Context: an optimization exercise on an open-source flow, tuned for small area, a short achievable clock period and few clock cycles per item. The choices shown serve that exercise and are no tape-out recipe. Where RTL was checked, it was by simulation tests only, not by an equivalence proof against the original. Function not checked in runs 2 to 6: the RTL went through the layout flow alone. No activity file was given, so power comes from the tool's default toggle rates.

`flow/run.sh`:
```
#!/bin/bash
# synth_recipe.tcl (not shown) runs the flow's synth.tcl, then flattens the netlist and writes it again
# the make line also repeats each setting of config.mk as NAME=value (left out here)
make -C /OpenROAD-flow-scripts/flow DESIGN_CONFIG=/design/flow/config.mk WORK_HOME=/design/flow/orfs CLKGATE_MAP_FILE= SYNTH_SCRIPT=/design/flow/synth_recipe.tcl finish
```
`flow/config.mk`:
```
export PLATFORM = sky130hd
export DESIGN_NAME = systolic_top
export DESIGN_NICKNAME = systolic_top
export VERILOG_FILES = /design/flow/design.v
export SDC_FILE = /design/flow/constraint.sdc
export NUM_CORES = 4
export LEC_CHECK = 0
export CAP_MARGIN = 20
export CORE_MARGIN = 2
export CORE_UTILIZATION = 40
export SLEW_MARGIN = 20
```
`flow/constraint.sdc`:
```
create_clock -name core_clock -period 5.0 [get_ports {clk}]
set_input_delay 1.0000 -clock core_clock [delete_from_list [all_inputs] [get_ports {clk}]]
set_output_delay 1.0000 -clock core_clock [all_outputs]
set_load 0.01 [all_outputs]
```
`flow/design.v`:
```
`timescale 1ns/1ps
`default_nettype none
package systolic_pkg;
	localparam int DATA_W = 8;
	localparam int N_ROWS = 3;
	localparam int N_COLS = 4;
	localparam int N_OBLI = N_ROWS + N_COLS - 1;
endpackage
`default_nettype wire
`timescale 1ns/1ps
`default_nettype none
module booth_cs (
	input wire logic [3:0] one,
	input wire logic [3:0] two,
	input wire logic [3:0] neg,
	input wire logic [7:0] o,
	output logic [7:0] s,
	output logic [7:0] c
);
	wire p0_0, p0_1, p0_2, p0_3, p0_4, p0_5, p0_6, p0_7, p1_0, p1_1, p1_2, p1_3, p1_4, p1_5, p2_0, p2_1, p2_2, p2_3, p3_0, p3_1;
	wire t1, t2, t3, t4, t5, t6, t7, t8, t9, t10, t11, t12, t13, t14, t15, t16, t17, t18, t19, t20, t21, t22, t23, t24;
	assign p0_0 = ((one[0] & o[0]) | 1'b0) ^ neg[0];
	assign p0_1 = ((one[0] & o[1]) | (two[0] & o[0])) ^ neg[0];
	assign p0_2 = ((one[0] & o[2]) | (two[0] & o[1])) ^ neg[0];
	assign p0_3 = ((one[0] & o[3]) | (two[0] & o[2])) ^ neg[0];
	assign p0_4 = ((one[0] & o[4]) | (two[0] & o[3])) ^ neg[0];
	assign p0_5 = ((one[0] & o[5]) | (two[0] & o[4])) ^ neg[0];
	assign p0_6 = ((one[0] & o[6]) | (two[0] & o[5])) ^ neg[0];
	assign p0_7 = ((one[0] & o[7]) | (two[0] & o[6])) ^ neg[0];
	assign p1_0 = ((one[1] & o[0]) | 1'b0) ^ neg[1];
	assign p1_1 = ((one[1] & o[1]) | (two[1] & o[0])) ^ neg[1];
	assign p1_2 = ((one[1] & o[2]) | (two[1] & o[1])) ^ neg[1];
	assign p1_3 = ((one[1] & o[3]) | (two[1] & o[2])) ^ neg[1];
	assign p1_4 = ((one[1] & o[4]) | (two[1] & o[3])) ^ neg[1];
	assign p1_5 = ((one[1] & o[5]) | (two[1] & o[4])) ^ neg[1];
	assign p2_0 = ((one[2] & o[0]) | 1'b0) ^ neg[2];
	assign p2_1 = ((one[2] & o[1]) | (two[2] & o[0])) ^ neg[2];
	assign p2_2 = ((one[2] & o[2]) | (two[2] & o[1])) ^ neg[2];
	assign p2_3 = ((one[2] & o[3]) | (two[2] & o[2])) ^ neg[2];
	assign p3_0 = ((one[3] & o[0]) | 1'b0) ^ neg[3];
	assign p3_1 = ((one[3] & o[1]) | (two[3] & o[0])) ^ neg[3];
	assign t1 = neg[1] ^ p0_2;
	assign t2 = neg[1] & p0_2;
	assign t3 = p0_3 ^ p1_1;
	assign t4 = p0_3 & p1_1;
	assign t5 = neg[2] ^ p0_4 ^ p1_2;
	assign t6 = (neg[2] & p0_4) | (neg[2] & p1_2) | (p0_4 & p1_2);
	assign t7 = p2_0 ^ t4;
	assign t8 = p2_0 & t4;
	assign t9 = p0_5 ^ p1_3 ^ p2_1;
	assign t10 = (p0_5 & p1_3) | (p0_5 & p2_1) | (p1_3 & p2_1);
	assign t11 = t8 ^ t6;
	assign t12 = t8 & t6;
	assign t13 = neg[3] ^ p0_6 ^ p1_4;
	assign t14 = (neg[3] & p0_6) | (neg[3] & p1_4) | (p0_6 & p1_4);
	assign t15 = p2_2 ^ p3_0 ^ t10;
	assign t16 = (p2_2 & p3_0) | (p2_2 & t10) | (p3_0 & t10);
	assign t17 = t13 ^ t12;
	assign t18 = t13 & t12;
	assign t19 = p0_7 ^ p1_5 ^ p2_3;
	assign t20 = (p0_7 & p1_5) | (p0_7 & p2_3) | (p1_5 & p2_3);
	assign t21 = p3_1 ^ t14 ^ t19;
	assign t22 = (p3_1 & t14) | (p3_1 & t19) | (t14 & t19);
	assign t23 = t16 ^ t18;
	assign t24 = t16 & t18;
	assign s[0] = p0_0;
	assign c[0] = neg[0];
	assign s[1] = p0_1;
	assign c[1] = 1'b0;
	assign s[2] = p1_0;
	assign c[2] = t1;
	assign s[3] = t2;
	assign c[3] = t3;
	assign s[4] = t5;
	assign c[4] = t7;
	assign s[5] = t9;
	assign c[5] = t11;
	assign s[6] = t15;
	assign c[6] = t17;
	assign s[7] = t21;
	assign c[7] = t23;
endmodule
module add4_cs (
	input wire logic [7:0] a_s,
	input wire logic [7:0] a_c,
	input wire logic [7:0] b_s,
	input wire logic [7:0] b_c,
	output logic [7:0] s,
	output logic [7:0] c
);
	wire t1, t2, t3, t4, t5, t6, t7, t8, t9, t10, t11, t12, t13, t14, t15, t16, t17, t18, t19, t20, t21, t22, t23, t24, t25, t26, t27, t28, t29, t30;
	assign t1 = a_s[0] ^ a_c[0] ^ b_s[0];
	assign t2 = (a_s[0] & a_c[0]) | (a_s[0] & b_s[0]) | (a_c[0] & b_s[0]);
	assign t3 = a_s[1] ^ a_c[1] ^ b_s[1];
	assign t4 = (a_s[1] & a_c[1]) | (a_s[1] & b_s[1]) | (a_c[1] & b_s[1]);
	assign t5 = b_c[1] ^ t2;
	assign t6 = b_c[1] & t2;
	assign t7 = a_s[2] ^ a_c[2] ^ b_s[2];
	assign t8 = (a_s[2] & a_c[2]) | (a_s[2] & b_s[2]) | (a_c[2] & b_s[2]);
	assign t9 = b_c[2] ^ t4 ^ t7;
	assign t10 = (b_c[2] & t4) | (b_c[2] & t7) | (t4 & t7);
	assign t11 = a_s[3] ^ a_c[3] ^ b_s[3];
	assign t12 = (a_s[3] & a_c[3]) | (a_s[3] & b_s[3]) | (a_c[3] & b_s[3]);
	assign t13 = b_c[3] ^ t8 ^ t11;
	assign t14 = (b_c[3] & t8) | (b_c[3] & t11) | (t8 & t11);
	assign t15 = a_s[4] ^ a_c[4] ^ b_s[4];
	assign t16 = (a_s[4] & a_c[4]) | (a_s[4] & b_s[4]) | (a_c[4] & b_s[4]);
	assign t17 = b_c[4] ^ t12 ^ t15;
	assign t18 = (b_c[4] & t12) | (b_c[4] & t15) | (t12 & t15);
	assign t19 = a_s[5] ^ a_c[5] ^ b_s[5];
	assign t20 = (a_s[5] & a_c[5]) | (a_s[5] & b_s[5]) | (a_c[5] & b_s[5]);
	assign t21 = b_c[5] ^ t16 ^ t19;
	assign t22 = (b_c[5] & t16) | (b_c[5] & t19) | (t16 & t19);
	assign t23 = a_s[6] ^ a_c[6] ^ b_s[6];
	assign t24 = (a_s[6] & a_c[6]) | (a_s[6] & b_s[6]) | (a_c[6] & b_s[6]);
	assign t25 = b_c[6] ^ t20 ^ t23;
	assign t26 = (b_c[6] & t20) | (b_c[6] & t23) | (t20 & t23);
	assign t27 = a_s[7] ^ a_c[7] ^ b_s[7];
	assign t28 = (a_s[7] & a_c[7]) | (a_s[7] & b_s[7]) | (a_c[7] & b_s[7]);
	assign t29 = b_c[7] ^ t24 ^ t27;
	assign t30 = (b_c[7] & t24) | (b_c[7] & t27) | (t24 & t27);
	assign s[0] = b_c[0];
	assign c[0] = t1;
	assign s[1] = t3;
	assign c[1] = t5;
	assign s[2] = t6;
	assign c[2] = t9;
	assign s[3] = t10;
	assign c[3] = t13;
	assign s[4] = t14;
	assign c[4] = t17;
	assign s[5] = t18;
	assign c[5] = t21;
	assign s[6] = t22;
	assign c[6] = t25;
	assign s[7] = t26;
	assign c[7] = t29;
endmodule
`default_nettype wire
`timescale 1ns/1ps
`default_nettype none
module systolic_top (
	input wire logic clk,
	input wire logic rst,
	input wire logic [23:0] horz_data,
	input wire logic [2:0] horz_we,
	output logic [2:0] horz_wrdy,
	input wire logic [47:0] obli_data,
	input wire logic [5:0] obli_we,
	output logic [5:0] obli_wrdy,
	output logic [7:0] dout,
	output logic dout_en
);
	logic [7:0] hl [3];
	logic [2:0] hl_e;
	logic [7:0] ol [6];
	logic [5:0] ol_e;
	logic [3:0] hw_one [3];
	logic [3:0] hw_two [3];
	logic [3:0] hw_neg [3];
	logic [2:0] hw_v;
	logic [3:0] c0;
	logic s0_v, s1_v;
	logic [3:0] s0_c, s1_c;
	logic [7:0] p_s [3];
	logic [7:0] p_c [3];
	logic a_d, v2_d;
	logic [7:0] q0, q1;
	logic [7:0] o_op [3];
	logic [7:0] m_s [3];
	logic [7:0] m_c [3];
	logic av0, av1, av2;
	logic adv, go0;
	logic [2:0] fin, hw_ld;
	logic [5:0] o_use;
	logic [3:0] enc_one [3];
	logic [3:0] enc_two [3];
	logic [3:0] enc_neg [3];
	always_comb begin
		for (int r = 0; r < 3; r++) begin
			o_op[r] = '0;
		end
		av0 = 1'b0;
		av1 = 1'b0;
		av2 = 1'b0;
		for (int c = 0; c < 4; c++) begin
			o_op[0] = o_op[0] | ({8{c0[c]}} & ol[c]);
			o_op[1] = o_op[1] | ({8{s0_c[c]}} & ol[c + 1]);
			o_op[2] = o_op[2] | ({8{s1_c[c]}} & ol[c + 2]);
			av0 = av0 | (c0[c] & ~ol_e[c]);
			av1 = av1 | (s0_c[c] & ~ol_e[c + 1]);
			av2 = av2 | (s1_c[c] & ~ol_e[c + 2]);
		end
		av0 = av0 & hw_v[0];
		av1 = av1 & hw_v[1];
		av2 = av2 & hw_v[2];
		adv = ~(~c0[0] & ~av0) & ~(s0_v & ~av1) & ~(s1_v & ~av2);
		go0 = adv & av0;
		o_use = '0;
		for (int c = 0; c < 4; c++) begin
			o_use[c] = o_use[c] | (go0 & c0[c]);
			o_use[c + 1] = o_use[c + 1] | (adv & s0_v & s0_c[c]);
			o_use[c + 2] = o_use[c + 2] | (adv & s1_v & s1_c[c]);
		end
		fin[0] = go0 & c0[3];
		fin[1] = adv & s0_v & s0_c[3];
		fin[2] = adv & s1_v & s1_c[3];
		for (int r = 0; r < 3; r++) begin
			hw_ld[r] = ~hl_e[r] & (~hw_v[r] | fin[r]);
		end
	end
	always_comb begin
		for (int r = 0; r < 3; r++) begin
			for (int i = 0; i < 4; i++) begin
				logic b2, b1, b0;
				b2 = hl[r][2*i+1];
				b1 = hl[r][2*i];
				b0 = (i == 0) ? 1'b0 : hl[r][2*i-1];
				enc_one[r][i] = b1 ^ b0;
				enc_two[r][i] = (b2 & ~b1 & ~b0) | (~b2 & b1 & b0);
				enc_neg[r][i] = b2 & ~(b1 & b0);
			end
		end
	end
	always_ff @(posedge clk) begin
		if (!rst) begin
			hl_e <= '1;
			ol_e <= '1;
			hw_v <= '0;
			c0 <= 4'b0001;
			s0_v <= 1'b0;
			s1_v <= 1'b0;
			a_d <= 1'b0;
			v2_d <= 1'b0;
			dout_en <= 1'b0;
		end else begin
			hl_e <= (hl_e & ~horz_we) | hw_ld;
			ol_e <= (ol_e & ~obli_we) | o_use;
			hw_v <= hw_ld | (hw_v & ~fin);
			if (go0) c0 <= {c0[2:0], c0[3]};
			if (adv) begin
				s0_v <= go0;
				s1_v <= s0_v;
			end
			a_d <= adv;
			v2_d <= adv & s1_v;
			dout_en <= v2_d;
		end
	end
	always_ff @(posedge clk) begin
		for (int r = 0; r < 3; r++) begin
			if (horz_we[r]) hl[r] <= horz_data[8*r +: 8];
			if (hw_ld[r]) begin
				hw_one[r] <= enc_one[r];
				hw_two[r] <= enc_two[r];
				hw_neg[r] <= enc_neg[r];
			end
			p_s[r] <= m_s[r];
			p_c[r] <= m_c[r];
		end
		for (int k = 0; k < 6; k++) begin
			if (obli_we[k]) ol[k] <= obli_data[8*k +: 8];
		end
		if (adv) begin
			s0_c <= c0;
			s1_c <= s0_c;
		end
		if (a_d) begin
			q0 <= p_s[0] + p_c[0];
			q1 <= q0 + p_s[1] + p_c[1];
		end
		dout <= q1 + p_s[2] + p_c[2];
	end
	for (genvar r = 0; r < 3; r++) begin : g_row
		booth_cs u_mul (
			.one(hw_one[r]),
			.two(hw_two[r]),
			.neg(hw_neg[r]),
			.o(o_op[r]),
			.s(m_s[r]),
			.c(m_c[r])
		);
	end
	assign horz_wrdy = hl_e;
	assign obli_wrdy = ol_e;
endmodule
`default_nettype wire
```
==> impl_summary.txt, run 1 <==
----------------------------------------------------
[Global route]
  Antenna violations before repair ... 0
  Number of global-route vias before repair ... 6047
  Pin count of the biggest net entering global routing ... 24
  Combined global-route utilization of all metal layers ... 16.8%
  Leftover overflow at the end of global routing ... 0
  Wire length of the first global-routing pass ... 32500 um

[Worst setup path]
  WP data required ... 5.39 ns
  Flop2flop setup slack ... 1.98 ns
  Data arrival time of the critical path ... 3.41 ns
  CP max stage cell ... sky130_fd_sc_hd__edfxtp_1
  Most used cell along the critical path ... sky130_fd_sc_hd__xnor2_1
  Origin of the critical flop-to-flop path ... s0_c[3]
  Length in cells of the worst reg-to-reg path ... 10
  Critical Path Sink Type ... flop
  Peak per-stage delay on the critical path ... 0.59 ns
  R2r endpoint ... p_s[1][7]
  List of cells traversed by the critical path ... a22oi_1 > nand2_1 > a22oi_1 > xor2_1 > fa_1 > xnor2_1 > xnor2_1 > xnor2_1 > xnor3_1 > xnor2_1
  CP Max Fanout ... 12
  Kind of launch point of the worst setup path ... flop
  Startpoint-to-endpoint class of the critical path ... flop to flop

[Route]
  Met1 layer wirelength in the final routing ... 8690 um
  Metal3 WL ... 1210 um
  Via Count ... 5837
  First-pass detailed-route iteration total ... 5
  Total length of routed met2 wires ... 9770 um
  Highest layer used for signal routing ... met4
  Post-detailed-route count of antenna-violating nets ... 0
  DR WL/cell ... 17.6 um
  DRC violation count after routing ... 0
  Number of violations reported at the end of detailed-routing iteration 0 ... 478
  Average vias per placed instance ... 5.10
  Total wirelength of the detailed-routed design ... 20100 um

[Min path]
  Start point of the worst min-delay path ... v2_d
  Cell depth of the worst min-delay path ... 1
  Tightest Hold Check Type ... flop to flop
  WHS Endpoint ... dout_en

[Synthesis]
  Mean instance size in the synthesized netlist ... 13.4 um2
  Post-synth EDFFs ... 132
  Count of cell types in the netlist ... 46
  Top FF cell, synth ... sky130_fd_sc_hd__edfxtp_1
  Share of flip-flops with an asynchronous set or reset ... 0%
  Post-synthesis sequential element count ... 206
  Mapped Area ... 9520 um2
  Syn nets ... 863
  Share of the yosys chip area belonging to registers ... 57.2%
  Post-synthesis instance total ... 709
  Yosys warning total ... 25

[Timing]
  Final-report max-slew violation count ... 0
  Final worst-path cycle share ... 60.4%
  Fmax achieved ... 331 MHz
  Final setup violation count ... 0
  Hold violation total from the final report ... 0
  Setup repair after global routing missed its margin ... no
  Skew final ... 0.0154 ns
  Summed negative setup slack over all endpoints ... 0 ns
  Fin Hold WS ... 0.451 ns
  Min Tclk post-route ... 3.02 ns
  Max-slew headroom ... 39.3%
  Worst Max-Slew Pin Slew ... 0.908 ns

[Clocking]
  Insertion delay to the later sink of the worst-skew pair ... 0.51 ns
  Cells resized by post-CTS repair ... 0
  Hold buffers post-CTS ... 0
  CTS clk-pin slew, worst paths ... 0.06 ns
  Number of setup buffers added after CTS ... 0
  Clock tree from TritonCTS ... built
  Number of buffers created by CTS ... 23
  Clock Tree Root ... sky130_fd_sc_hd__clkbuf_16
  CTS max path bufs ... 3
  Count of clock tree sinks ... 206
  Total number of H-tree levels ... 1

[Power]
  Static Leak ... 4.44 nW
  Power density over cell area ... 502 nW/um2
  Overall Power ... 5.78 mW
  Maximum vdd ir drop ... 0.318 mV

[Die]
  Starting Density ... 40.7%
  Area of the die ... 25100 um2
  Core Rows ... 56
  Height of the die ... 158 um
  I/O pin count ... 101
  Core area ... 23400 um2
  Die W ... 158 um

[Final layout]
  Layout cell share with drive strength beyond 1 ... 6.18%
  Final nets ... 962
  Final cell utilization of the core ... 49.2%
  Synthesis-to-finish area growth ... 21.0%
  Count of antenna diodes in the layout ... 0

[Placed design]
  Count of buffers from port buffering ... 100
  Total half-perimeter wirelength after legalization and detailed placement ... 15400 um
  Final weighted congestion of routability-driven global placement ... 0.828

[Status]
  Status ... timing/DRC/antenna clean

[Job]
  Total of max-cap violations ... 0

----------------------------------------------------
cells by family (layout without fill, tap and decap cells):
kind of cell               count (synthesis)  count (layout)  synth area share (%)
buffers and inverters                     69             185                  3.35
adders and majority gates                 71              71                  11.4
muxes                                      2               2                 0.210
DFF                                      206             206                  57.2
and+or+nand+nor                          108             108                  6.11
xor gates and xnor gates                  94              94                  9.08
AOI/OAI and AO/OA                        159             159                  12.7
Yosys cell counts, types with 14 or more instances:
cell	n	share of area [%]
sky130_fd_sc_hd__xor2_1	21	1.9
sky130_fd_sc_hd__dfxtp_1	74	16
sky130_fd_sc_hd__xnor2_1	70	6.4
sky130_fd_sc_hd__nand2_1	40	1.6
sky130_fd_sc_hd__inv_1	40	1.6
sky130_fd_sc_hd__fa_1	26	5.5
sky130_fd_sc_hd__nor2b_1	21	1.4
sky130_fd_sc_hd__nand2b_1	14	0.92
sky130_fd_sc_hd__a22oi_1	96	7.6
sky130_fd_sc_hd__edfxtp_1	132	42
sky130_fd_sc_hd__ha_1	45	5.9
worst max path at each step:
stage	end	startpoint	slack, ns
after floorplan	p_s[1][7]	s0_c[3]	2.35
after global placement	hw_one[1][0]	s0_c[3]	2.12
after detailed placement	hw_one[1][0]	s0_c[3]	2.01
after CTS	p_s[1][7]	s0_c[3]	1.98
after global routing	p_s[1][7]	s0_c[3]	1.72
final	p_s[1][7]	s0_c[3]	1.98
worst max-delay path, delay by kind of cell (launching register included):
kind	cells	cell delay, ns
compound gates	2	0.49
xor+xnor	6	1.20
fa+ha+maj	1	0.42
flops	1	0.59
simple gates	1	0.18
placed cells by master (no fill, tap or decap), types with 2 or more instances in the layout:
cell                              Yosys  routed
sky130_fd_sc_hd__a21boi_0             4       4
sky130_fd_sc_hd__a21o_1               5       5
sky130_fd_sc_hd__a21oi_1             12      12
sky130_fd_sc_hd__a22o_1               2       2
sky130_fd_sc_hd__a22oi_1             96      96
sky130_fd_sc_hd__a31oi_1              4       4
sky130_fd_sc_hd__a31oi_4              2       2
sky130_fd_sc_hd__and2_1               2       2
sky130_fd_sc_hd__and2b_1              6       6
sky130_fd_sc_hd__and3_1               3       3
sky130_fd_sc_hd__buf_4                8       3
sky130_fd_sc_hd__clkbuf_1            12       5
sky130_fd_sc_hd__clkbuf_16            0      24
sky130_fd_sc_hd__clkbuf_8             0       5
sky130_fd_sc_hd__clkdlybuf4s50_1      0     100
sky130_fd_sc_hd__clkinv_2             0       3
sky130_fd_sc_hd__dfxtp_1             74      74
sky130_fd_sc_hd__edfxtp_1           132     132
sky130_fd_sc_hd__fa_1                26      26
sky130_fd_sc_hd__ha_1                45      45
sky130_fd_sc_hd__inv_1               40      40
sky130_fd_sc_hd__inv_6                0       2
sky130_fd_sc_hd__mux2i_1              2       2
sky130_fd_sc_hd__nand2_1             40      40
sky130_fd_sc_hd__nand2b_1            14      14
sky130_fd_sc_hd__nand3_1              5       5
sky130_fd_sc_hd__nand3b_1             9       9
sky130_fd_sc_hd__nor2_1               4       2
sky130_fd_sc_hd__nor2_2               0       2
sky130_fd_sc_hd__nor2b_1             21      21
sky130_fd_sc_hd__o21a_1               5       5
sky130_fd_sc_hd__o21ai_0             12      12
sky130_fd_sc_hd__o21bai_1             6       6
sky130_fd_sc_hd__o31ai_1              2       2
sky130_fd_sc_hd__xnor2_1             70      70
sky130_fd_sc_hd__xnor3_1              3       3
sky130_fd_sc_hd__xor2_1              21      21
cell type report:
class                   instances  area (um2)
clock buffers                  36         701
clock inverters                 6        40.0
fillers                      2093       11900
inverters                      40         150
multi-input cells             434        3760
flip-flops and latches        206        5450
well taps                     319         399
repair buffers                103        1020
layer usage:
metal  global-route usage [%]  vias up
li1                         -     2769
met1                     21.8     2840
met2                     28.7      192
met3                     3.10       36
met4                     5.32        0
met5                        0        -
state kept, by name (all words and copies together), names as in the netlist, 3 cells and up:
register and count:
p_c 21, hl_e 3, p_s 24, dout 8, hw_v 3, hw_one 12
ol 48, q0 8, q1 8, hw_two 12, c0 4, hl 24
s0_c 4, hw_neg 12, s1_c 4, ol_e 6
where the power goes:
group	total (mW)	switching, mW	internal, mW
Sequential	2.44	0.220	2.22
Combinational	1.72	0.808	0.916
Clock	1.62	0.652	0.965
Total	5.78	1.68	4.10
metrics by stage:
stage | std cells | worst slack, ns | instance area (um2)
final | 1144 | 1.98 | 11500
after global routing | 1144 | 1.72 | 11500
after CTS | 1144 | 1.98 | 11500
after global placement | 1102 | 2.12 | 10800
after detailed placement | 1102 | 2.01 | 10800
after floorplan | 709 | 2.35 | 9520
Testbench counts, summed over its fixed seeds: cycles 3,917, sets 960.
==> inputs of run 2 (changes only) <==
--- a/flow/design.v
+++ b/flow/design.v
@@ -17,6 +17,7 @@
 	output logic [7:0] s,
-	output logic [7:0] c
+	output logic [7:0] c,
+	output logic [1:0] e
 );
 	wire p0_0, p0_1, p0_2, p0_3, p0_4, p0_5, p0_6, p0_7, p1_0, p1_1, p1_2, p1_3, p1_4, p1_5, p2_0, p2_1, p2_2, p2_3, p3_0, p3_1;
-	wire t1, t2, t3, t4, t5, t6, t7, t8, t9, t10, t11, t12, t13, t14, t15, t16, t17, t18, t19, t20, t21, t22, t23, t24;
+	wire t1, t2, t3, t4, t5, t6, t7, t8, t9, t10, t11, t12, t13, t14, t15, t16, t17, t18, t19, t20, t21;
 	assign p0_0 = ((one[0] & o[0]) | 1'b0) ^ neg[0];
@@ -59,8 +60,5 @@
 	assign t18 = t13 & t12;
-	assign t19 = p0_7 ^ p1_5 ^ p2_3;
-	assign t20 = (p0_7 & p1_5) | (p0_7 & p2_3) | (p1_5 & p2_3);
-	assign t21 = p3_1 ^ t14 ^ t19;
-	assign t22 = (p3_1 & t14) | (p3_1 & t19) | (t14 & t19);
-	assign t23 = t16 ^ t18;
-	assign t24 = t16 & t18;
+	assign t19 = p0_7 ^ p1_5;
+	assign t20 = p2_3 ^ p3_1;
+	assign t21 = t19 ^ t20;
 	assign s[0] = p0_0;
@@ -80,3 +78,5 @@
 	assign s[7] = t21;
-	assign c[7] = t23;
+	assign c[7] = t14;
+	assign e[0] = t16;
+	assign e[1] = t18;
 endmodule
@@ -157,5 +157,3 @@
 	logic [5:0] ol_e;
-	logic [3:0] hw_one [3];
-	logic [3:0] hw_two [3];
-	logic [3:0] hw_neg [3];
+	logic [7:0] hw [3];
 	logic [2:0] hw_v;
@@ -166,2 +164,3 @@
 	logic [7:0] p_c [3];
+	logic [1:0] p_e [3];
 	logic a_d, v2_d;
@@ -171,2 +170,4 @@
 	logic [7:0] m_c [3];
+	logic [1:0] m_e [3];
+	logic [7:0] t_q0, t_q1, t_y;
 	logic av0, av1, av2;
@@ -211,2 +212,5 @@
 	end
+	assign t_q0 = p_s[0] + p_c[0];
+	assign t_q1 = q0 + p_s[1] + p_c[1];
+	assign t_y = q1 + p_s[2] + p_c[2];
 	always_comb begin
@@ -215,5 +219,5 @@
 				logic b2, b1, b0;
-				b2 = hl[r][2*i+1];
-				b1 = hl[r][2*i];
-				b0 = (i == 0) ? 1'b0 : hl[r][2*i-1];
+				b2 = hw[r][2*i+1];
+				b1 = hw[r][2*i];
+				b0 = (i == 0) ? 1'b0 : hw[r][2*i-1];
 				enc_one[r][i] = b1 ^ b0;
@@ -252,9 +256,6 @@
 			if (horz_we[r]) hl[r] <= horz_data[8*r +: 8];
-			if (hw_ld[r]) begin
-				hw_one[r] <= enc_one[r];
-				hw_two[r] <= enc_two[r];
-				hw_neg[r] <= enc_neg[r];
-			end
+			if (hw_ld[r]) hw[r] <= hl[r];
 			p_s[r] <= m_s[r];
 			p_c[r] <= m_c[r];
+			p_e[r] <= m_e[r];
 		end
@@ -268,6 +269,6 @@
 		if (a_d) begin
-			q0 <= p_s[0] + p_c[0];
-			q1 <= q0 + p_s[1] + p_c[1];
-		end
-		dout <= q1 + p_s[2] + p_c[2];
+			q0 <= t_q0 ^ {^p_e[0], 7'd0};
+			q1 <= t_q1 ^ {^p_e[1], 7'd0};
+		end
+		dout <= t_y ^ {^p_e[2], 7'd0};
 	end
@@ -275,8 +276,9 @@
 		booth_cs u_mul (
-			.one(hw_one[r]),
-			.two(hw_two[r]),
-			.neg(hw_neg[r]),
+			.one(enc_one[r]),
+			.two(enc_two[r]),
+			.neg(enc_neg[r]),
 			.o(o_op[r]),
 			.s(m_s[r]),
-			.c(m_c[r])
+			.c(m_c[r]),
+			.e(m_e[r])
 		);
==> impl_summary.txt, run 2 <==
----------------------------------------------------
[Timing]
  Fmax achieved ... 362 MHz (+9.4%)
  Setup repair after global routing missed its margin ... no
  Max-slew headroom ... 42.2% (+2.9 points)
  Min Tclk post-route ... 2.76 ns (-0.260 ns)
  Final-report max-slew violation count ... 0 (unchanged)
  Worst Max-Slew Pin Slew ... 0.864 ns (-0.0441 ns)
  Fin Hold WS ... 0.422 ns (-0.0291 ns)
  Hold violation total from the final report ... 0 (unchanged)
  Skew final ... 0.0138 ns (-0.00157 ns)
  Final setup violation count ... 0 (unchanged)
  Final worst-path cycle share ... 55.2% (-5.2 points)
  Summed negative setup slack over all endpoints ... 0 ns (unchanged)

[Clocking]
  Total number of H-tree levels ... 4 (+3)
  Clock tree from TritonCTS ... built
  CTS clk-pin slew, worst paths ... 0.08 ns (+0.02 ns)
  Insertion delay to the later sink of the worst-skew pair ... 0.44 ns (-0.07 ns)
  CTS max path bufs ... 2 (-1)
  Clock Tree Root ... sky130_fd_sc_hd__clkbuf_16
  Hold buffers post-CTS ... 0 (unchanged)
  Number of setup buffers added after CTS ... 0 (unchanged)
  Number of buffers created by CTS ... 17 (-26%)
  Count of clock tree sinks ... 200 (-2.9%)
  Cells resized by post-CTS repair ... 0 (unchanged)

[Die]
  Area of the die ... 24400 um2 (-2.7%)
  Core Rows ... 55 (-1.8%)
  Core area ... 22700 um2 (-3.0%)
  Die W ... 156 um (-1.4%)
  Starting Density ... 40.8% (+0.074 points)
  Height of the die ... 156 um (-1.4%)
  I/O pin count ... 101 (unchanged)

[Status]
  Status ... timing/DRC/antenna clean

[Final layout]
  Count of antenna diodes in the layout ... 0 (unchanged)
  Most common cell after layout, fill and taps aside ... sky130_fd_sc_hd__edfxtp_1
  Max reg flops ... 48 (unchanged)
  Final nets ... 972 (+1.0%)
  Synthesis-to-finish area growth ... 19.1%
  Fillcell total ... 2066 (-1.3%)
  Post-route design area ... 11000 um2 (-4.3%)
  Number of non-filler instances in the completed layout ... 1116 (-2.4%)
  Combined area of the multi-input logic cells ... 3700 um2 (-1.6%)
  Top library cells by usage in the layout, fill and taps aside ... 120 x sky130_fd_sc_hd__edfxtp_1, 100 x sky130_fd_sc_hd__clkdlybuf4s50_1, 80 x sky130_fd_sc_hd__dfxtp_1
  Layout cell share with drive strength beyond 1 ... 5.17% (-1.0 points)
  Register with the most flip-flops ... ol
  Register area ... 5200 um2 (-4.4%)

[Synthesis]
  Most frequent cells after synthesis ... 120 x sky130_fd_sc_hd__edfxtp_1, 80 x sky130_fd_sc_hd__dfxtp_1, 74 x sky130_fd_sc_hd__xnor2_1, 66 x sky130_fd_sc_hd__a22oi_1, 58 x sky130_fd_sc_hd__nand2_1
  Top FF cell, synth ... sky130_fd_sc_hd__edfxtp_1
  Post-synth EDFFs ... 120 (-9.1%)
  Yosys warning total ... 24 (-4.0%)
  Post-synthesis sequential element count ... 200 (-2.9%)
  Mapped Area ... 9260 um2 (-2.8%)
  Syn nets ... 880 (+2.0%)
  Post-synthesis instance total ... 726 (+2.4%)
  Top cell type by total area after synthesis ... sky130_fd_sc_hd__edfxtp_1
  Count of cell types in the netlist ... 49 (+6.5%)
  Mean instance size in the synthesized netlist ... 12.7 um2 (-5.1%)
  Most area-consuming cells after synthesis ... sky130_fd_sc_hd__edfxtp_1 39%, sky130_fd_sc_hd__dfxtp_1 17%, sky130_fd_sc_hd__xnor2_1 7.0%
  Share of flip-flops with an asynchronous set or reset ... 0% (unchanged)
  Share of the yosys chip area belonging to registers ... 56.2% (-0.96 points)
  Share of the synthesized area in the top cell type ... 38.9% (-2.7 points)
  Most repeated cell in the gate-level netlist after synthesis ... sky130_fd_sc_hd__edfxtp_1

[Power]
  Power density over cell area ... 487 nW/um2 (-2.9%)
  Overall Power ... 5.37 mW (-7.2%)
  Maximum vdd ir drop ... 0.221 mV (-31%)
  Static Leak ... 4.25 nW (-4.3%)

[Route]
  First-pass detailed-route iteration total ... 5 (unchanged)
  DR WL/cell ... 17.3 um (-1.7%)
  Number of violations reported at the end of detailed-routing iteration 0 ... 416 (-13%)
  Average vias per placed instance ... 5.00 (-2.0%)
  DRC violation count after routing ... 0 (unchanged)
  Post-detailed-route count of antenna-violating nets ... 0 (unchanged)
  Via Count ... 5582 (-4.4%)
  Total wirelength of the detailed-routed design ... 19300 um (-4.1%)

[Placed design]
  Final weighted congestion of routability-driven global placement ... 0.883 (+6.7%)
  Count of buffers from port buffering ... 100 (unchanged)
  Total half-perimeter wirelength after legalization and detailed placement ... 14900 um (-3.2%)
  Placed insts ... 1084 (-1.6%)
  Post-detailed-placement cell area ... 10500 um2 (-2.9%)

[Worst setup path]
  Flop2flop setup slack ... 2.24 ns (+0.26 ns)
  Data arrival time of the critical path ... 3.06 ns (-0.35 ns)
  List of cells traversed by the critical path ... ha_1 > nor2b_1 > xnor2_1 > fa_1 > fa_1
  Number of buffer and inverter stages on the critical path ... 0 (unchanged)
  Startpoint-to-endpoint class of the critical path ... flop to flop
  R2r endpoint ... p_s[0][6]
  Critical Path Sink Type ... flop
  Most used cell along the critical path ... sky130_fd_sc_hd__fa_1
  Origin of the critical flop-to-flop path ... hw[0][1]
  Length in cells of the worst reg-to-reg path ... 5 (-5)
  Peak per-stage delay on the critical path ... 0.61 ns (+0.02 ns)
  CP max stage cell ... sky130_fd_sc_hd__edfxtp_1
  CP Max Fanout ... 13 (+1)
  Kind of launch point of the worst setup path ... flop
  Crit path max-delay family ... adder cells
  WP data required ... 5.30 ns (-0.09 ns)

[Min path]
  Cell depth of the worst min-delay path ... 0 (-1)
  Tightest Hold Check Type ... flop to flop
  Start point of the worst min-delay path ... hl[0][3]
  WHS Endpoint ... hw[0][3]

[Global route]
  Antenna violations before repair ... 0 (unchanged)
  Number of global-route vias before repair ... 5626 (-7.0%)
  Leftover overflow at the end of global routing ... 0 (unchanged)
  Global routing met2 resource utilization ... 26.5% (-2.1 points)
  Combined global-route utilization of all metal layers ... 16.7% (-0.12 points)
  Met1 track utilization from global routing ... 23.0% (+1.2 points)
  Pin count of the biggest net entering global routing ... 20 (-17%)
  Global route hottest layer ... met2
  Wire length of the first global-routing pass ... 30600 um (-5.8%)
  Met3 GRT Util ... 2.81% (-0.30 points)

[Job]
  Total of max-cap violations ... 0 (unchanged)

----------------------------------------------------
-- run 2: per-stage QoR --
| stage | util [%] | setup slack, ns |
|---|---|---|
| after global placement | 46.0 | 2.28 |
| after CTS | 48.5 | 2.21 |
| final | 48.5 | 2.24 |
| after floorplan | - | 2.66 |
| after global routing | 48.5 | 2.05 |
| after detailed placement | 46.0 | 2.23 |
-- run 2: cell type report --
cell class / instances / area share (%)
clock buffers: 18 / 3.89
clock inverters: 14 / 1.21
inverters: 49 / 1.69
multi-input cells: 449 / 33.6
flip-flops and latches: 200 / 47.2
well taps: 285 / 3.24
repair buffers: 101 / 9.15
-- run 2: worst max path at each step --
stage | start | endpoint | slack [ns] | cells after the start
floorplan | q0[0] | q1[7] | 2.66 | 12
global placement | hw[0][1] | p_s[0][6] | 2.28 | 5
detailed placement | hw[0][1] | p_s[0][6] | 2.23 | 5
CTS | hw[0][1] | p_s[0][6] | 2.21 | 5
global route | s0_c[3] | hw[2][5] | 2.05 | 8
finish | hw[0][1] | p_s[0][6] | 2.24 | 5
-- run 2: layer usage --
layer,share of wire [%],vias to the layer above
li1,-,2763
met1,47,2646
met2,47,145
met3,3.6,28
met4,2.1,0
met5,0,-
-- run 2: cell families after synthesis --
kind of cell	share of synthesized area, %
compound gates	12.3
xor+xnor	9.18
fa+ha+maj	11.7
buf+inv	3.79
flops	56.2
mux	0.216
simple gates	6.61
-- run 2: power by group --
| part | leakage [nW] | switching, mW | internal, mW | total (mW) |
|---|---|---|---|---|
| registers | 1.84 | 0.187 | 2.14 | 2.32 |
| clock network | 0.273 | 0.654 | 0.664 | 1.32 |
| logic | 2.14 | 0.835 | 0.887 | 1.72 |
==> inputs of run 3 (changes only) <==
--- a/flow/config.mk
+++ b/flow/config.mk
@@ -10,2 +10,3 @@
 export CORE_UTILIZATION = 40
+export SETUP_SLACK_MARGIN = 2.6
 export SLEW_MARGIN = 20
==> impl_summary.txt, run 3 <==
----------------------------------------------------
[Synthesis]
  Area share of and/or/nand/nor cells after synthesis ... 6.61% (unchanged)
  Main combinational cell family by area after synthesis ... compound AO/OA/AOI/OAI gates
  Top cell type by total area after synthesis ... sky130_fd_sc_hd__edfxtp_1
  Top FF cell, synth ... sky130_fd_sc_hd__edfxtp_1
  Most repeated cell in the gate-level netlist after synthesis ... sky130_fd_sc_hd__edfxtp_1
  Adder-cell share of the synthesized area ... 11.7% (unchanged)
  Share of the synthesized area in compound gates (AO/OA/AOI/OAI) ... 12.3% (unchanged)
  Mean instance size in the synthesized netlist ... 12.7 um2 (unchanged)
  Most frequent cells after synthesis ... 120 x sky130_fd_sc_hd__edfxtp_1, 80 x sky130_fd_sc_hd__dfxtp_1, 74 x sky130_fd_sc_hd__xnor2_1, 66 x sky130_fd_sc_hd__a22oi_1, 58 x sky130_fd_sc_hd__nand2_1
  Post-synth EDFFs ... 120 (unchanged)
  Count of cell types in the netlist ... 49 (unchanged)
  Share of the yosys chip area belonging to registers ... 56.2% (unchanged)
  Syn nets ... 880 (unchanged)
  Share of the synthesized area in the top cell type ... 38.9% (unchanged)
  Share of the synthesized netlist area taken by xor and xnor gates ... 9.18% (unchanged)
  Mapped Area ... 9260 um2 (unchanged)
  Mux contribution to synthesized area ... 0.216% (unchanged)
  Post-synthesis sequential element count ... 200 (unchanged)
  Post-synthesis instance total ... 726 (unchanged)
  Yosys warning total ... 24 (unchanged)
  Share of flip-flops with an asynchronous set or reset ... 0% (unchanged)
  Most area-consuming cells after synthesis ... sky130_fd_sc_hd__edfxtp_1 39%, sky130_fd_sc_hd__dfxtp_1 17%, sky130_fd_sc_hd__xnor2_1 7.0%

[Die]
  Core Rows ... 55 (unchanged)
  Area of the die ... 24400 um2 (unchanged)
  Die W ... 156 um (unchanged)
  Core area ... 22700 um2 (unchanged)
  Height of the die ... 156 um (unchanged)
  I/O pin count ... 101 (unchanged)
  Starting Density ... 40.8% (unchanged)

[Global route]
  Wire length of the first global-routing pass ... 31200 um (+1.8%)
  Number of global-route vias before repair ... 5730 (+1.8%)
  Antenna violations before repair ... 0 (unchanged)
  Combined global-route utilization of all metal layers ... 17.0% (+0.29 points)
  Pin count of the biggest net entering global routing ... 20 (unchanged)
  Leftover overflow at the end of global routing ... 0 (unchanged)

[Clocking]
  Insertion delay to the later sink of the worst-skew pair ... 0.44 ns (about the same)
  Clock Tree Root ... sky130_fd_sc_hd__clkbuf_16
  CTS max path bufs ... 2 (unchanged)
  Total number of H-tree levels ... 4 (unchanged)
  Count of clock tree sinks ... 200 (unchanged)
  Clock tree from TritonCTS ... built
  Number of buffers created by CTS ... 17 (unchanged)
  CTS clk-pin slew, worst paths ... 0.08 ns (about the same)
  Hold buffers post-CTS ... 0 (unchanged)

[Timing]
  Max-slew headroom ... 49.2% (+7.0 points)
  Skew final ... 0.0125 ns (-0.00134 ns)
  Min Tclk post-route ... 2.38 ns (-0.379 ns)
  Final worst-path cycle share ... 47.7% (-7.6 points)
  Setup repair after global routing missed its margin ... yes
  Hold violation total from the final report ... 0 (unchanged)
  Worst Max-Slew Pin Slew ... 0.761 ns (-0.102 ns)
  Summed negative setup slack over all endpoints ... 0 ns (unchanged)
  Fmax achieved ... 420 MHz (+16%)
  Final-report max-slew violation count ... 0 (unchanged)
  Final setup violation count ... 0 (unchanged)

[Worst setup path]
  Crit path max-delay family ... adder cells
  Number of buffer and inverter stages on the critical path ... 1 (+1)
  Critical Path Sink Type ... flop
  CP max stage cell ... sky130_fd_sc_hd__edfxtp_1
  Startpoint-to-endpoint class of the critical path ... flop to flop
  CP Max Fanout ... 8 (-5)
  Data arrival time of the critical path ... 2.70 ns (-0.36 ns)
  WP data required ... 5.32 ns (+0.02 ns)
  Kind of launch point of the worst setup path ... flop
  Peak per-stage delay on the critical path ... 0.56 ns (-0.05 ns)
  List of cells traversed by the critical path ... buf_4 > a221oi_4 > xnor2_1 > nand2_1 > o21ai_1 > fa_1 > ha_1

[Route]
  Total length of routed met2 wires ... 9810 um (+8.2%)
  Average vias per placed instance ... 5.02 (+0.44%)
  Number of violations reported at the end of detailed-routing iteration 0 ... 468 (+13%)
  Via Count ... 5858 (+4.9%)
  First-pass detailed-route iteration total ... 5 (unchanged)
  DR WL/cell ... 17.7 um (+2.3%)
  Metal3 WL ... 889 um (+27%)
  Total wirelength of the detailed-routed design ... 20600 um (+6.9%)
  DRC violation count after routing ... 0 (unchanged)
  Highest layer used for signal routing ... met4
  Post-detailed-route count of antenna-violating nets ... 0 (unchanged)
  Met1 layer wirelength in the final routing ... 9510 um (+3.9%)

[Final layout]
  Max reg flops ... 48 (unchanged)
  Layout cell share with drive strength beyond 1 ... 20.0% (+15 points)
  Count of antenna diodes in the layout ... 0 (unchanged)
  Top library cells by usage in the layout, fill and taps aside ... 120 x sky130_fd_sc_hd__edfxtp_1, 93 x sky130_fd_sc_hd__clkdlybuf4s50_1, 73 x sky130_fd_sc_hd__xnor2_1
  Fillcell total ... 2004 (-3.0%)
  Post-route design area ... 11800 um2 (+6.9%)
  Register with the most flip-flops ... ol
  Most common cell after layout, fill and taps aside ... sky130_fd_sc_hd__edfxtp_1
  Final nets ... 1022 (+5.1%)
  Synthesis-to-finish area growth ... 27.3%

[Placed design]
  Count of buffers from port buffering ... 100 (unchanged)
  Post-detailed-placement cell area ... 10500 um2 (unchanged)
  Final weighted congestion of routability-driven global placement ... 0.883 (unchanged)
  Total half-perimeter wirelength after legalization and detailed placement ... 14900 um (unchanged)

[Status]
  Status ... timing/DRC/antenna clean

[Power]
  Overall Power ... 5.61 mW (+4.5%)
  Maximum vdd ir drop ... 0.220 mV (-0.29%)
  Static Leak ... 4.57 nW (+7.6%)
  Power density over cell area ... 476 nW/um2 (-2.2%)

[Job]
  Total of max-cap violations ... 0 (unchanged)

[Min path]
  Tightest Hold Check Type ... flop to flop

----------------------------------------------------
## run 3: cell counts after synthesis
No cell type changed its count.
## run 3: layer usage
layer	global-route usage, %	vias to the layer above
li1	-	2866
met1	23.4	2777
met2	26.8	185
met3	2.89	30
met4	6.77	0
met5	0	-
## run 3: kinds of logic after synthesis
| family | Yosys count |
|---|---|
| muxes | 2 |
| and+or+nand+nor | 122 |
| xor gates and xnor gates | 97 |
| buffers and inverters | 77 |
| adders and majority gates | 71 |
| AOI/OAI and AO/OA | 157 |
| DFF | 200 |
## run 3: area by class of cell
cell class	count	area, um2	share of cell area (%)
tap	285	357	3.03
inverter	49	196	1.67
clock inverter	14	134	1.14
multi-input combinational	449	4050	34.4
clock buffer	18	429	3.64
sequential	200	5220	44.3
timing repair buffer	151	1390	11.8
## run 3: final timing paths
check,from,end,slack [ns],cells after the start
max,s0_c[2],p_c[1][6],2.62,7
min,hl[0][3],hw[0][3],0.42,0
max reg2reg,s0_c[2],p_c[1][6],2.62,7
min reg2reg,hl[0][3],hw[0][3],0.42,0
## run 3: per-stage QoR
stage	worst slack [ns]	cells	hold slack, ns	util [%]
3_3_place_gp	2.28	1084	0.402	46.0
3_5_place_dp	2.23	1084	0.405	46.0
4_1_cts	2.54	1136	0.424	49.6
5_1_grt	2.53	1166	0.428	51.9
2_1_floorplan	2.66	726	0.391	-
6_report	2.62	1166	0.422	51.9
## run 3: power breakdown
| group | switching [mW] | internal, mW |
|---|---|---|
| clock network | 0.663 | 0.664 |
| logic | 0.935 | 1.03 |
| registers | 0.184 | 2.14 |
## run 3: timing repair
item,4_1_cts,5_1_grt
pin swaps,3,29
setup buffers,20,30
endpoints found under the setup margin,50,44
endpoints found under the hold margin,0,0
cloned,0,0
resized for setup,37,75
==> inputs of run 4 (changes only) <==
--- a/flow/config.mk
+++ b/flow/config.mk
@@ -10,3 +10,3 @@
 export CORE_UTILIZATION = 40
-export SETUP_SLACK_MARGIN = 2.6
+export SETUP_SLACK_MARGIN = 3.0
 export SLEW_MARGIN = 20
==> impl_summary.txt, run 4 <==
----------------------------------------------------
[Synthesis]
  Post-synth EDFFs ... 120 (unchanged)
  Post-synthesis sequential element count ... 200 (unchanged)
  Post-synthesis instance total ... 726 (unchanged)
  Share of the synthesized area in the top cell type ... 38.9% (unchanged)
  Share of the yosys chip area belonging to registers ... 56.2% (unchanged)
  Syn nets ... 880 (unchanged)
  Mean instance size in the synthesized netlist ... 12.7 um2 (unchanged)
  Share of flip-flops with an asynchronous set or reset ... 0% (unchanged)
  Count of cell types in the netlist ... 49 (unchanged)
  Top FF cell, synth ... sky130_fd_sc_hd__edfxtp_1
  Top cell type by total area after synthesis ... sky130_fd_sc_hd__edfxtp_1
  Most area-consuming cells after synthesis ... sky130_fd_sc_hd__edfxtp_1 39%, sky130_fd_sc_hd__dfxtp_1 17%, sky130_fd_sc_hd__xnor2_1 7.0%
  Most repeated cell in the gate-level netlist after synthesis ... sky130_fd_sc_hd__edfxtp_1
  Yosys warning total ... 24 (unchanged)
  Mapped Area ... 9260 um2 (unchanged)
  Most frequent cells after synthesis ... 120 x sky130_fd_sc_hd__edfxtp_1, 80 x sky130_fd_sc_hd__dfxtp_1, 74 x sky130_fd_sc_hd__xnor2_1, 66 x sky130_fd_sc_hd__a22oi_1, 58 x sky130_fd_sc_hd__nand2_1

[Worst setup path]
  WP data required ... 5.17 ns (-0.15 ns)
  CP max stage cell ... sky130_fd_sc_hd__fa_1
  Start point of the critical path ... q0[3]
  Kind of launch point of the worst setup path ... flop
  Number of buffer and inverter stages on the critical path ... 0 (-1)
  Crit path max-delay family ... adder cells
  Peak per-stage delay on the critical path ... 0.49 ns (-0.07 ns)
  List of cells traversed by the critical path ... fa_1 > ha_1 > nor2b_2 > o21ai_2 > a21oi_2 > o21a_1 > nor2_2 > xnor2_2
  CP Max Fanout ... 3 (-5)
  Origin of the critical flop-to-flop path ... q0[3]
  Critical Path Sink Type ... flop
  Data arrival time of the critical path ... 2.49 ns (-0.21 ns)
  Startpoint-to-endpoint class of the critical path ... flop to flop

[Route]
  Average vias per placed instance ... 5.08 (+1.1%)
  Total wirelength of the detailed-routed design ... 21700 um (+5.2%)
  Via Count ... 6072 (+3.7%)
  Number of violations reported at the end of detailed-routing iteration 0 ... 510 (+9.0%)
  DRC violation count after routing ... 0 (unchanged)
  First-pass detailed-route iteration total ... 5 (unchanged)
  Post-detailed-route count of antenna-violating nets ... 0 (unchanged)
  DR WL/cell ... 18.2 um (+2.6%)

[Die]
  Height of the die ... 156 um (unchanged)
  Area of the die ... 24400 um2 (unchanged)
  Core area ... 22700 um2 (unchanged)
  I/O pin count ... 101 (unchanged)
  Die W ... 156 um (unchanged)
  Starting Density ... 40.8% (unchanged)
  Core Rows ... 55 (unchanged)

[Clocking]
  Number of buffers created by CTS ... 17 (unchanged)
  Count of clock tree sinks ... 200 (unchanged)
  Total number of H-tree levels ... 4 (unchanged)
  Clock Tree Root ... sky130_fd_sc_hd__clkbuf_16
  Insertion delay to the later sink of the worst-skew pair ... 0.43 ns (about the same)
  Clock tree from TritonCTS ... built
  CTS clk-pin slew, worst paths ... 0.08 ns (about the same)
  CTS max path bufs ... 2 (unchanged)

[Final layout]
  Layout cell share with drive strength beyond 1 ... 33.9% (+14 points)
  Max reg flops ... 48 (unchanged)
  Register area ... 5250 um2 (+0.48%)
  Synthesis-to-finish area growth ... 34.6%
  Number of non-filler instances in the completed layout ... 1196 (+2.6%)
  Top library cells by usage in the layout, fill and taps aside ... 120 x sky130_fd_sc_hd__edfxtp_1, 81 x sky130_fd_sc_hd__clkdlybuf4s50_1, 66 x sky130_fd_sc_hd__dfxtp_1, 66 x sky130_fd_sc_hd__buf_4, 64 x sky130_fd_sc_hd__xnor2_1
  Fillcell total ... 1827 (-8.8%)
  Combined area of the multi-input logic cells ... 4530 um2 (+12%)
  Post-route design area ... 12500 um2 (+5.7%)
  Register with the most flip-flops ... ol
  Most common cell after layout, fill and taps aside ... sky130_fd_sc_hd__edfxtp_1
  Final nets ... 1052 (+2.9%)
  Count of antenna diodes in the layout ... 0 (unchanged)

[Global route]
  Antenna violations before repair ... 0 (unchanged)
  Leftover overflow at the end of global routing ... 0 (unchanged)
  Combined global-route utilization of all metal layers ... 18.0% (+0.98 points)
  Pin count of the biggest net entering global routing ... 20 (unchanged)
  Wire length of the first global-routing pass ... 33400 um (+7.2%)
  Number of global-route vias before repair ... 6158 (+7.5%)

[Job]
  Total of max-cap violations ... 0 (unchanged)

[Timing]
  Final-report max-slew violation count ... 0 (unchanged)
  Final setup violation count ... 0 (unchanged)
  Final worst-path cycle share ... 46.3% (-1.3 points)
  Summed negative setup slack over all endpoints ... 0 ns (unchanged)
  Hold violation total from the final report ... 0 (unchanged)
  Setup repair after global routing missed its margin ... yes
  Fin Hold WS ... 0.422 ns (+0.000655 ns)
  Min Tclk post-route ... 2.32 ns (-0.0671 ns)
  Worst Max-Slew Pin Slew ... 0.770 ns (+0.00871 ns)
  Fmax achieved ... 432 MHz (+2.9%)
  Max-slew headroom ... 48.6% (-0.58 points)
  Skew final ... 0.00917 ns (-0.00334 ns)

[Placed design]
  Final weighted congestion of routability-driven global placement ... 0.923 (+4.5%)
  Count of buffers from port buffering ... 100 (unchanged)
  Post-detailed-placement cell area ... 10800 um2 (+3.0%)
  Total half-perimeter wirelength after legalization and detailed placement ... 15300 um (+2.9%)
  Placed insts ... 1083 (-0.092%)

[Power]
  Power density over cell area ... 464 nW/um2 (-2.4%)
  Static Leak ... 4.80 nW (+5.0%)
  Maximum vdd ir drop ... 0.218 mV (-1.1%)

[Status]
  Status ... timing/DRC/antenna clean

[Min path]
  Start point of the worst min-delay path ... hl[0][5]
  Tightest Hold Check Type ... flop to flop

----------------------------------------------------
-- run 4: layer usage --
layer	global-route usage (%)	up-vias	share of wire, %
li1	-	2927	-
met1	24.5	2943	46
met2	29.2	173	48
met3	3.25	29	4.1
met4	5.59	0	2.0
met5	0	-	0
-- run 4: path summary, 6_finish.rpt --
check | endpoint | slack (ns) | cells past startpoint
max | q1[7] | 2.68 | 8
max reg2reg | q1[7] | 2.68 | 8
min | hw[0][5] | 0.42 | 0
min reg2reg | hw[0][5] | 0.42 | 0
-- run 4: what timing repair did --
item,in CTS,in global routing
pin swaps,38,47
setup buffers,57,23
cloned,0,1
resized for setup,170,50
hold buffers,0,0
setup endpoints to repair,94,68
-- run 4: cell type report --
cell class                      count  share of cell area (%)
Timing Repair Buffer              181                    12.6
Sequential cell                   200                    42.1
Clock inverter                     15                    1.17
Inverter                           49                    1.54
Tap cell                          285                    2.86
Multi-Input combinational cell    449                    36.3
Clock buffer                       17                    3.41
-- run 4: cells by family after synthesis --
kind of cell	Yosys count	share of synthesized area, %
flops	200	56.2
compound gates	157	12.3
simple gates	122	6.61
xor+xnor	97	9.18
buf+inv	77	3.79
fa+ha+maj	71	11.7
mux	2	0.216
-- run 4: metrics by stage --
stage               total power [mW]  setup slack, ns  util, %
finish                          5.79             2.68     54.9
global route                    6.15             2.57     54.9
CTS                             5.73             2.60     53.5
detailed placement              4.21             2.31     47.4
global placement                4.17             2.39     47.4
floorplan                       3.68             2.82        -
-- run 4: where the power goes --
part / internal [mW] / total [mW] / switching, mW
Sequential: 2.14 / 2.32 / 0.180
Combinational: 1.12 / 2.16 / 1.04
Clock: 0.659 / 1.31 / 0.648
==> inputs of run 5 (changes only) <==
==> flow/flow/run.sh (new file) <==
#!/bin/bash
# Standard layout (the standard.sh: standard synthesis through finish),
# with one change: ports get a small plain buffer (buf_1/buf_2) rather than
# the delay buffer buffer_ports picks by default. Every input and output port
# is still buffered, and the resizer may still upsize these buffers.
set -euo pipefail
export BUFFER_PORTS_ARGS="-buffer_cell sky130_fd_sc_hd__buf_2"
bash standard.sh finish > standard_sh.log 2>&1
==> flow/standard.sh (new file) <==
#!/bin/bash
# synth_recipe.tcl (not shown) runs the flow's synth.tcl, then flattens the netlist and writes it again
# the make line also repeats each setting of config.mk as NAME=value (left out here)
make -C /OpenROAD-flow-scripts/flow DESIGN_CONFIG=/design/flow/config.mk WORK_HOME=/design/flow/orfs CLKGATE_MAP_FILE= SYNTH_SCRIPT=/design/flow/synth_recipe.tcl "${@:-finish}"
--- a/flow/config.mk
+++ b/flow/config.mk
@@ -10,3 +10,3 @@
 export CORE_UTILIZATION = 40
-export SETUP_SLACK_MARGIN = 3.0
+export SETUP_SLACK_MARGIN = 2.6
 export SLEW_MARGIN = 20
removed: flow/run.sh
==> impl_summary.txt, run 5 <==
----------------------------------------------------
[Clocking]
  Total number of H-tree levels ... 4 (unchanged)
  Number of buffers created by CTS ... 17 (unchanged)
  Insertion delay to the later sink of the worst-skew pair ... 0.43 ns (about the same)
  Clock Tree Root ... sky130_fd_sc_hd__clkbuf_16
  CTS max path bufs ... 2 (unchanged)
  Count of clock tree sinks ... 200 (unchanged)
  Clock tree from TritonCTS ... built
  CTS clk-pin slew, worst paths ... 0.07 ns (about the same)

[Final layout]
  Count of antenna diodes in the layout ... 0 (unchanged)
  Max reg flops ... 48 (unchanged)
  Most common cell after layout, fill and taps aside ... sky130_fd_sc_hd__edfxtp_1
  Number of non-filler instances in the completed layout ... 1149 (-3.9%)
  Synthesis-to-finish area growth ... 18.8%
  Layout cell share with drive strength beyond 1 ... 26.2% (-7.8 points)
  Register with the most flip-flops ... ol
  Top library cells by usage in the layout, fill and taps aside ... 120 x sky130_fd_sc_hd__edfxtp_1, 102 x sky130_fd_sc_hd__buf_2, 76 x sky130_fd_sc_hd__dfxtp_1
  Fillcell total ... 2056 (+13%)
  Final nets ... 1005 (-4.5%)

[Synthesis]
  Mapped Area ... 9260 um2 (unchanged)
  Top cell type by total area after synthesis ... sky130_fd_sc_hd__edfxtp_1
  Syn nets ... 880 (unchanged)
  Post-synthesis sequential element count ... 200 (unchanged)
  Share of flip-flops with an asynchronous set or reset ... 0% (unchanged)
  Share of the synthesized area in the top cell type ... 38.9% (unchanged)
  Count of cell types in the netlist ... 49 (unchanged)
  Post-synth EDFFs ... 120 (unchanged)
  Mean instance size in the synthesized netlist ... 12.7 um2 (unchanged)
  Most repeated cell in the gate-level netlist after synthesis ... sky130_fd_sc_hd__edfxtp_1
  Share of the yosys chip area belonging to registers ... 56.2% (unchanged)
  Post-synthesis instance total ... 726 (unchanged)
  Top FF cell, synth ... sky130_fd_sc_hd__edfxtp_1
  Yosys warning total ... 24 (unchanged)
  Most frequent cells after synthesis ... 120 x sky130_fd_sc_hd__edfxtp_1, 80 x sky130_fd_sc_hd__dfxtp_1, 74 x sky130_fd_sc_hd__xnor2_1, 66 x sky130_fd_sc_hd__a22oi_1, 58 x sky130_fd_sc_hd__nand2_1
  Most area-consuming cells after synthesis ... sky130_fd_sc_hd__edfxtp_1 39%, sky130_fd_sc_hd__dfxtp_1 17%, sky130_fd_sc_hd__xnor2_1 7.0%

[Worst setup path]
  WP data required ... 5.30 ns (+0.13 ns)
  Flop2flop setup slack ... 2.59 ns (-0.09 ns)
  R2r endpoint ... p_s[2][6]
  Data arrival time of the critical path ... 2.71 ns (+0.22 ns)
  Startpoint-to-endpoint class of the critical path ... flop to flop
  Origin of the critical flop-to-flop path ... s1_c[1]
  Critical Path Sink Type ... flop
  Kind of launch point of the worst setup path ... flop
  Length in cells of the worst reg-to-reg path ... 7 (-1)
  CP Max Fanout ... 8 (+5)

[Global route]
  Pin count of the biggest net entering global routing ... 20 (unchanged)
  Number of global-route vias before repair ... 5572 (-9.5%)
  Antenna violations before repair ... 0 (unchanged)
  Leftover overflow at the end of global routing ... 0 (unchanged)
  Combined global-route utilization of all metal layers ... 16.1% (-1.8 points)
  Wire length of the first global-routing pass ... 29900 um (-11%)

[Power]
  Static Leak ... 4.44 nW (-7.6%)
  Overall Power ... 5.40 mW (-6.6%)
  Power density over cell area ... 492 nW/um2 (+5.8%)
  Maximum vdd ir drop ... 0.209 mV (-3.9%)

[Min path]
  Start point of the worst min-delay path ... hl[2][5]
  Tightest Hold Check Type ... flop to flop
  Cell depth of the worst min-delay path ... 0 (unchanged)
  WHS Endpoint ... hw[2][5]

[Route]
  DR WL/cell ... 16.7 um (-8.3%)
  Number of violations reported at the end of detailed-routing iteration 0 ... 440 (-14%)
  Total wirelength of the detailed-routed design ... 19200 um (-12%)
  First-pass detailed-route iteration total ... 5 (unchanged)
  Average vias per placed instance ... 4.96 (-2.3%)
  Post-detailed-route count of antenna-violating nets ... 0 (unchanged)
  DRC violation count after routing ... 0 (unchanged)
  Via Count ... 5698 (-6.2%)

[Timing]
  Worst Max-Slew Pin Slew ... 0.797 ns (+0.0266 ns)
  Final worst-path cycle share ... 48.1% (+1.8 points)
  Setup repair after global routing missed its margin ... yes
  Max-slew headroom ... 46.8% (-1.8 points)
  Skew final ... 0.0149 ns (+0.00573 ns)
  Worst Slack Setup Final ... 2.59 ns (-0.0903 ns)
  Fmax achieved ... 416 MHz (-3.8%)
  Fin Hold WS ... 0.422 ns (-0.000728 ns)
  Final setup violation count ... 0 (unchanged)
  Hold violation total from the final report ... 0 (unchanged)
  Final-report max-slew violation count ... 0 (unchanged)
  Min Tclk post-route ... 2.41 ns (+0.0903 ns)
  Summed negative setup slack over all endpoints ... 0 ns (unchanged)

[Placed design]
  Total half-perimeter wirelength after legalization and detailed placement ... 14500 um (-5.3%)
  Count of buffers from port buffering ... 100 (unchanged)
  Placed insts ... 1084 (+0.092%)
  Final weighted congestion of routability-driven global placement ... 0.885 (-4.1%)
  Post-Place Setup Slack ... 2.30 ns (-0.00656 ns)

[Die]
  Area of the die ... 24400 um2 (unchanged)
  Core area ... 22700 um2 (unchanged)
  Die W ... 156 um (unchanged)
  Core Rows ... 55 (unchanged)
  I/O pin count ... 101 (unchanged)
  Height of the die ... 156 um (unchanged)
  Starting Density ... 40.8% (unchanged)

[Job]
  Total of max-cap violations ... 0 (unchanged)

[Status]
  Status ... timing/DRC/antenna clean

----------------------------------------------------
## run 5: cell counts after synthesis
No cell type changed its count.
## run 5: worst max path at each step
| stage | start | to | slack (ns) | depth (start not counted) |
|---|---|---|---|---|
| global placement | hw[0][1] | p_s[0][6] | 2.33 | 5 |
| detailed placement | hw[0][1] | p_s[0][6] | 2.30 | 5 |
| floorplan | q0[0] | q1[7] | 2.66 | 12 |
| global route | s1_c[1] | p_s[2][6] | 2.55 | 7 |
| finish | s1_c[1] | p_s[2][6] | 2.59 | 7 |
| CTS | c0[2] | p_s[0][6] | 2.56 | 6 |
## run 5: final cells by class
| cell class | count | area (um2) | area share (%) |
|---|---|---|---|
| clock buffers | 21 | 450 | 4.10 |
| clock inverters | 11 | 104 | 0.945 |
| inverters | 49 | 191 | 1.74 |
| multi-input cells | 449 | 3930 | 35.7 |
| flip-flops and latches | 200 | 5210 | 47.4 |
| well taps | 285 | 357 | 3.24 |
| repair buffers | 134 | 754 | 6.86 |
## run 5: kinds of logic after synthesis
kind of cell               share of synthesized area [%]
DFF                                                 56.2
AOI/OAI and AO/OA                                   12.3
and+or+nand+nor                                     6.61
xor gates and xnor gates                            9.18
buffers and inverters                               3.79
adders and majority gates                           11.7
muxes                                              0.216
## run 5: metrics by stage
stage / cell area, um2 / util (%)
2_1_floorplan: 9260 / -
3_3_place_gp: 9960 / 43.8
3_5_place_dp: 9960 / 43.8
4_1_cts: 10700 / 47.3
5_1_grt: 11000 / 48.4
6_report: 11000 / 48.4
## run 5: critical path, stage by stage (launching register included)
cell	delay, ns
sky130_fd_sc_hd__edfxtp_1	0.57
sky130_fd_sc_hd__a22oi_2	0.26
sky130_fd_sc_hd__nand2_1	0.17
sky130_fd_sc_hd__xor2_1	0.18
sky130_fd_sc_hd__nand2_1	0.07
sky130_fd_sc_hd__o21ai_0	0.14
sky130_fd_sc_hd__fa_1	0.47
sky130_fd_sc_hd__fa_1	0.43
## run 5: power by group
group	internal (mW)	switching (mW)	leakage (nW)
Combinational	0.908	0.884	2.32
Clock	0.674	0.623	0.275
Sequential	2.14	0.177	1.84
## run 5: metal layers
metal / global-route usage, % / part of all wire (%) / vias up / wire, um
met3: 3.58 / 4.9 / 18 / 948
met2: 26.3 / 47 / 189 / 9040
li1: - / - / 2829 / -
met4: 4.50 / 1.3 / 0 / 243
met1: 21.8 / 47 / 2662 / 8920
met5: 0 / 0 / - / 0
## run 5: what timing repair did
action / in CTS / in global routing
hold buffers: 0 / 0
endpoints found under the setup margin: 40 / 40
pin swaps: 2 / 11
buffers inserted: 22 / 11
gates resized for setup: 20 / 45
==> inputs of run 6 (changes only) <==
--- a/flow/flow/run.sh
+++ b/flow/flow/run.sh
@@ -6,3 +6,3 @@
 set -euo pipefail
-export BUFFER_PORTS_ARGS="-buffer_cell sky130_fd_sc_hd__buf_2"
+export BUFFER_PORTS_ARGS="-buffer_cell sky130_fd_sc_hd__buf_1"
 bash standard.sh finish > standard_sh.log 2>&1
--- a/flow/config.mk
+++ b/flow/config.mk
@@ -10,2 +10,5 @@
 export CORE_UTILIZATION = 40
+export CTS_BUF_LIST = sky130_fd_sc_hd__clkbuf_8
+export CTS_CLUSTER_DIAMETER = 100
+export CTS_CLUSTER_SIZE = 30
 export SETUP_SLACK_MARGIN = 2.6
==> impl_summary.txt, run 6 <==
----------------------------------------------------
[Clocking]
  Clock Tree Root ... sky130_fd_sc_hd__clkbuf_8
  Insertion delay to the later sink of the worst-skew pair ... 0.47 ns (+0.04 ns)
  Clock tree from TritonCTS ... built
  Number of buffers created by CTS ... 17 (unchanged)

[Worst setup path]
  WP data required ... 5.35 ns (+0.05 ns)
  CP Max Fanout ... 7 (-1)
  Data arrival time of the critical path ... 2.72 ns (about the same)
  Startpoint-to-endpoint class of the critical path ... flop to flop

[Route]
  Average vias per placed instance ... 5.00 (+0.88%)
  Total wirelength of the detailed-routed design ... 19300 um (+0.58%)

[Status]
  Status ... timing/DRC/antenna clean

[Synthesis]
  Post-synthesis sequential element count ... 200 (unchanged)
  Most frequent cells after synthesis ... 120 x sky130_fd_sc_hd__edfxtp_1, 80 x sky130_fd_sc_hd__dfxtp_1, 74 x sky130_fd_sc_hd__xnor2_1, 66 x sky130_fd_sc_hd__a22oi_1, 58 x sky130_fd_sc_hd__nand2_1
  Area share of and/or/nand/nor cells after synthesis ... 6.61% (unchanged)
  Most area-consuming cells after synthesis ... sky130_fd_sc_hd__edfxtp_1 39%, sky130_fd_sc_hd__dfxtp_1 17%, sky130_fd_sc_hd__xnor2_1 7.0%
  Mean instance size in the synthesized netlist ... 12.7 um2 (unchanged)
  Syn nets ... 880 (unchanged)
  Main combinational cell family by area after synthesis ... compound AO/OA/AOI/OAI gates
  Yosys warning total ... 24 (unchanged)

[Placed design]
  Total half-perimeter wirelength after legalization and detailed placement ... 14500 um (about the same)

[Final layout]
  Post-route design area ... 10800 um2 (-1.9%)
  Most common cell after layout, fill and taps aside ... sky130_fd_sc_hd__edfxtp_1
  Max reg flops ... 48 (unchanged)

[Die]
  Height of the die ... 156 um (unchanged)
  Die W ... 156 um (unchanged)
  Core Rows ... 55 (unchanged)

[Power]
  Power density over cell area ... 474 nW/um2 (-3.5%)
  Maximum vdd ir drop ... 0.198 mV (-5.4%)

[Global route]
  Number of global-route vias before repair ... 5488 (-1.5%)
  Antenna violations before repair ... 0 (unchanged)

[Timing]
  Final worst-path cycle share ... 47.5% (-0.62 points)
  Setup repair after global routing missed its margin ... yes
  Fin Hold WS ... 0.429 ns (+0.00701 ns)
  Final-report max-slew violation count ... 0 (unchanged)

----------------------------------------------------
run 6: cell counts after synthesis:
Identical to the previous run, type by type.
run 6: logic make-up after synthesis:
kind of cell    after synthesis
compound gates              157
xor+xnor                     97
mux                           2
flops                       200
buf+inv                      77
fa+ha+maj                    71
simple gates                122
run 6: worst paths after layout:
kind,from,to,slack (ns),depth (start not counted)
setup / recovery,ol[2][1],p_s[0][6],2.62,6
setup reg to reg,ol[2][1],p_s[0][6],2.62,6
hold reg to reg,hl[2][7],hw[2][7],0.43,0
hold / removal,hl[2][7],hw[2][7],0.43,0
run 6: through the flow:
| stage | utilization (%) | cells |
|---|---|---|
| floorplan | - | 726 |
| global placement | 43.3 | 1084 |
| detailed placement | 43.3 | 1084 |
| CTS | 46.1 | 1145 |
| global route | 47.5 | 1160 |
| finish | 47.5 | 1160 |
run 6: per-layer routing:
metal  part of all wire, %  track usage (%)  vias up
li1                      -                -     2850
met1                    46             21.5     2755
met2                    48             26.7      168
met3                   4.5             2.64       30
met4                   1.6             4.98        0
met5                     0                0        -
run 6: cell type report:
| class | count | area (um2) | area share, % |
|---|---|---|---|
| flip-flops and latches | 200 | 5210 | 48.3 |
| multi-input cells | 449 | 3960 | 36.7 |
| repair buffers | 145 | 707 | 6.56 |
| well taps | 285 | 357 | 3.31 |
| clock buffers | 17 | 234 | 2.17 |
| inverters | 49 | 189 | 1.75 |
| clock inverters | 15 | 131 | 1.22 |
run 6: what timing repair did:
action                     4_1_cts  5_1_grt
buffers inserted                29       15
hold buffers                     0        0
pin swaps                        3       11
gates resized for setup         19       53
setup endpoints to repair       40       40
run 6: critical path, cell delays in order, from the launching register on:
cell                       delay (ns)
sky130_fd_sc_hd__edfxtp_1        0.44
sky130_fd_sc_hd__a22oi_1         0.24
sky130_fd_sc_hd__nand2_1         0.23
sky130_fd_sc_hd__a22oi_1         0.27
sky130_fd_sc_hd__xnor2_1         0.13
sky130_fd_sc_hd__fa_1            0.46
sky130_fd_sc_hd__fa_1            0.48
run 6: power breakdown:
| group | internal [mW] | total [mW] | leakage [nW] | switching [mW] |
|---|---|---|---|---|
| Sequential | 2.14 | 2.32 | 1.84 | 0.180 |
| Clock | 0.366 | 0.961 | 0.188 | 0.595 |
| Combinational | 0.920 | 1.84 | 2.11 | 0.918 |

Setup slack of run 6, layout unchanged: 2.625 ns with ideal ports, 2.625 ns with driving cells assumed (clock clkbuf_16, inputs buf_2), 2.487 ns with port delays also shifted by the 0.499 ns mid clock arrival.
